Source: an optimization exercise on an open RTL-to-GDS flow (aim: a short achievable clock period and few clock cycles per item). Production flows keep margins and buffers that such runs may drop.
In this exercise RTL edits were held to simulation tests only and were not proved equivalent to the original.
The flow treats the clock pin as an ideal source. Dropping or thinning the clock tree relies on that and would not hold on a real chip.
No activity file was given, so power comes from the tool's default toggle rates.

Setup of lane 1:
// priority_command_queue_with_cancel
module priority_command_queue_with_cancel (
  input  logic        clk,
  input  logic        rst_n,
  input  logic        in_tvalid,
  output logic        in_tready,
  input  logic [15:0] in_tdata,    
  output logic        out_tvalid,
  input  logic        out_tready,
  output logic [15:0] out_tdata,   
  input  logic        cfg_valid,
  output logic        cfg_ready,
  input  logic [0:0]  cfg_index,
  input  logic [3:0]  cfg_data
);
For scale: about 8400 cells after synthesis, about 2300 flip-flops, roughly 45 I/O pins, roughly 0.097 sq mm of cells after synthesis.
Settings: LEC_CHECK=0, ABC_CLOCK_PERIOD_IN_PS=2000, CAP_MARGIN=20, CORE_MARGIN=2, CORE_UTILIZATION=35, PLACE_DENSITY=0.5, SETUP_SLACK_MARGIN=4.5, SLEW_MARGIN=20, TNS_END_PERCENT=100; clock period 7.0 ns.
standard.sh (not shown) runs the stock make flow with config.mk's settings and CLKGATE_MAP_FILE= SYNTH_SCRIPT=/design/flow/synth_recipe.tcl, a recipe that flattens the netlist after the stock synthesis.
==> flow/flow/run.sh <==
#!/bin/bash
# Own layout flow: the standard ORFS flow (standard.sh), except that the clock tree is
# built by flow/pre_cts.tcl (two levels of clkbuf_16: four roots on the clock port, one leaf
# buffer per cluster of flip-flops) in place of TritonCTS, for a lower clock insertion delay.
# The make output goes to standard_flow.log; ORFS's per-step logs stay under orfs/logs.
set -euo pipefail
cd "$(dirname "$0")/.."
export PRE_CTS_TCL="$PWD/flow/pre_cts.tcl"
bash standard.sh > "$PWD/standard_flow.log" 2>&1
Other scripts of this flow, unchanged in this note and not shown: flow/flow/pre_cts.tcl
Testbench counts of lane 1, summed over its fixed seeds: cycles 12,032, items 12,000.
--- input diff lane 1..lane 2 ---
--- a/flow/design.v
+++ b/flow/design.v
@@ -132,27 +132,23 @@
     qid  = (s2_qpre && !x_rm) || x_self;
     lvid = '0;
     for (int i = 0; i < NS; i++) lvid = lvid | (lv_r[i] & {3{s2_idoh[i]}});
   end
   logic [31:0] s2_row, x_enq_oh;
   logic        x_fix, x_self;
   logic [31:0] behind;
-  logic [31:0] d_rowp [4];
-  logic [31:0] s2_rowp [4];
+  logic [31:0] d_row;
   always_comb begin
-    for (int g = 0; g < 4; g++)
-      for (int c = 0; c < NS; c++) begin
-        d_rowp[g][c] = 1'b0;
-        for (int r = 8 * g; r < 8 * g + 8; r++)
-          if (r != c) d_rowp[g][c] = d_rowp[g][c] | (d_idoh[r] && bf_r[r][c]);
-      end
-  end
-  always_ff @(posedge clk)
-    for (int g = 0; g < 4; g++) s2_rowp[g] <= d_rowp[g];
-  assign s2_row = s2_rowp[0] | s2_rowp[1] | s2_rowp[2] | s2_rowp[3];
+    for (int c = 0; c < NS; c++) begin
+      d_row[c] = 1'b0;
+      for (int r = 0; r < NS; r++)
+        if (r != c) d_row[c] = d_row[c] | (d_idoh[r] && bf_r[r][c]);
+    end
+  end
+  always_ff @(posedge clk) s2_row <= d_row;
   always_comb begin
     behind = '0;
     if (qid && !x_self) behind = (x_enq_oh & {NS{x_fix}}) | (s2_row & ~x_enq_oh);
   end
   logic [7:0]  avail, topoh;
   logic        found;
   logic [2:0]  toplv;
@@ -173,18 +169,15 @@
     for (int i = 0; i < NS; i++)
       dsp_oh[i] = toplv_hit[i] && q_r[i] && hd_r[i];
   end
   logic        do_enq, do_can, do_dis;
   logic [31:0] enq_oh, rm_oh, memb;
   logic [7:0]  inc, dec, can_lv;
   logic [31:0] rk_dec;
-  logic [5:0]  cnt_p;
-  logic [7:0]  d_proh;
-  logic [5:0]  d_c0, d_cp1, d_cm1, s2_c0, s2_cp1, s2_cm1;
-  logic        s2_c0is0, s2_c0is1, s2_c0is2;
+  logic [5:0]  cnt_p, cnt_rp;
   logic [7:0]  cnt1;
   logic        cnt1_p, inc_p, dec_p;
   logic        ne_p;
   always_comb begin
     do_enq = s2_enq_pre && !qid;
     do_can = s2_can && qid;
     do_dis = s2_dis && found;
@@ -192,18 +185,20 @@
     rm_oh  = (s2_idoh & {NS{s2_can}}) | dsp_oh;
     for (int i = 0; i < NS; i++) memb[i] = q_r[i] && lv_r[i] == s2_pr;
     rk_dec = toplv_hit | (behind & {NS{s2_can}});
     for (int l = 0; l < NL; l++) begin
       cnt[l] = inc_r[l] ? cnt_r[l] + 6'd1 : dec_r[l] ? cnt_r[l] - 6'd1 : cnt_r[l];
       cnt1[l] = inc_r[l] ? cnt_r[l] == 6'd0 : dec_r[l] ? cnt_r[l] == 6'd2 : cnt_r[l] == 6'd1;
     end
+    cnt_rp = '0;
+    for (int l = 0; l < NL; l++) cnt_rp = cnt_rp | (cnt_r[l] & {6{s2_proh[l]}});
     inc_p = |(inc_r & s2_proh);
     dec_p = |(dec_r & s2_proh);
-    cnt_p = inc_p ? s2_cp1 : dec_p ? s2_cm1 : s2_c0;
-    cnt1_p = inc_p ? s2_c0is0 : dec_p ? s2_c0is2 : s2_c0is1;
+    cnt_p = inc_p ? cnt_rp + 6'd1 : dec_p ? cnt_rp - 6'd1 : cnt_rp;
+    cnt1_p = |(cnt1 & s2_proh);
     ne_p = |(ne_eff & s2_proh);
     can_lv = (x_self ? x_proh : s2_lvoh) & {NL{qid}};
     for (int l = 0; l < NL; l++) begin
       inc[l] = do_enq && s2_proh[l];
       dec[l] = (do_dis && topoh[l]) || (s2_can && can_lv[l]);
     end
   end
@@ -212,32 +207,15 @@
   always_comb begin
     d_q  = |(q_r & d_idoh);
     same_id = s2_id == in_d[7:3];
     d_hq = |(q_r & hd_r & d_idoh);
     d_lv = '0;
     for (int i = 0; i < NS; i++) d_lv = d_lv | (lv_r[i] & {3{d_idoh[i]}});
   end
-  always_comb begin
-    for (int l = 0; l < NL; l++) d_proh[l] = in_d[10:8] == 3'(l);
-    d_c0  = '0;
-    d_cp1 = '0;
-    d_cm1 = '0;
-    for (int l = 0; l < NL; l++) begin
-      d_c0  = d_c0  | (cnt[l] & {6{d_proh[l]}});
-      d_cp1 = d_cp1 | ((inc_r[l] ? cnt_r[l] + 6'd2 : dec_r[l] ? cnt_r[l] : cnt_r[l] + 6'd1) & {6{d_proh[l]}});
-      d_cm1 = d_cm1 | ((inc_r[l] ? cnt_r[l] : dec_r[l] ? cnt_r[l] - 6'd2 : cnt_r[l] - 6'd1) & {6{d_proh[l]}});
-    end
-  end
   always_ff @(posedge clk) begin
-    s2_c0    <= d_c0;
-    s2_cp1   <= d_cp1;
-    s2_cm1   <= d_cm1;
-    s2_c0is0 <= d_c0 == 6'd0;
-    s2_c0is1 <= d_c0 == 6'd1;
-    s2_c0is2 <= d_c0 == 6'd2;
     x_enq_oh <= enq_oh;
     x_fix    <= d_q && d_lv == s2_pr;
     x_self   <= s2_enq_pre && same_id && !d_q;
     x_proh   <= s2_proh;
     for (int l = 0; l < NL; l++) s2_lvoh[l] <= d_lv == 3'(l);
     s2_qpre  <= d_q;
     x_rm     <= (s2_can && same_id) || (do_dis && d_hq && d_lv == toplv);
--- outcome ---
- Timing, DRC, antenna: 0 failures across lane 2 and lane 1
- As far as number of pins exceeding their max-slew limit in the final report goes, lane 1 and lane 2 are indistinguishable; the numbers are identical.
- Going from lane 1 to lane 2, die boundary height now smaller, initial antenna violation count lost 8.
- Compared with lane 1, lane 2 degrades wire length of the first global-routing pass.
- Against lane 1, lane 2 comes in 2.7% lower on final instance area.
- Lane 1 has a higher complex-gate fraction of the synthesized area than lane 2.
- The critical path depth number comes out higher for lane 1 vs lane 2.
- Global-route usage in lane 2 vs lane 1: up 3.8 points
- Of lane 2 and lane 1, it is lane 2 that has the lower part of the power in the clock network.
- Between lane 2 and lane 1, the via count does not differ in any meaningful way.
- Against lane 1, global placer's final weighted congestion in lane 2 fell slightly.
- The sequential share of layout area in lane 2 was lower than what lane 1 gave.
Testbench counts of lane 2, summed over its fixed seeds: cycles 12,032, items 12,000.
No run of this note takes its clock network from TritonCTS; it comes from the design's own scripts or RTL.

[static timing again, ports no longer ideal]
How much do the figures lean on ideal ports? The routed layouts below were timed once more, with nothing changed but the port constraints. Step 1 assumes that a clkbuf_16 drives the clock port and a buf_2 every other input. Step 2, shift: input delay + t, output delay - t, t = (earliest + latest rising clock arrival at the registers) / 2. This alone moves slack from input paths to output paths. a / b / c = ideal / step 1 / step 2; a / b = the first two.
run | t, ns | setup slack, ns | slew at the worst register clock pin (ns) | worst slew at a driven data input, ns | pins driven straight from the clock port
lane 1 | 0.820 | 4.207 / 4.206 / 3.915 | 0.11 / 0.11 | 0.10 | 4
lane 2 | 0.829 | 4.338 / 4.229 / 3.938 | 0.11 / 0.11 | 0.04 | 4
After both steps every run listed still meets setup and hold. The setup slack of lane 2, which loses most, moves by -0.109 ns with the drivers and by -0.400 ns with both steps.
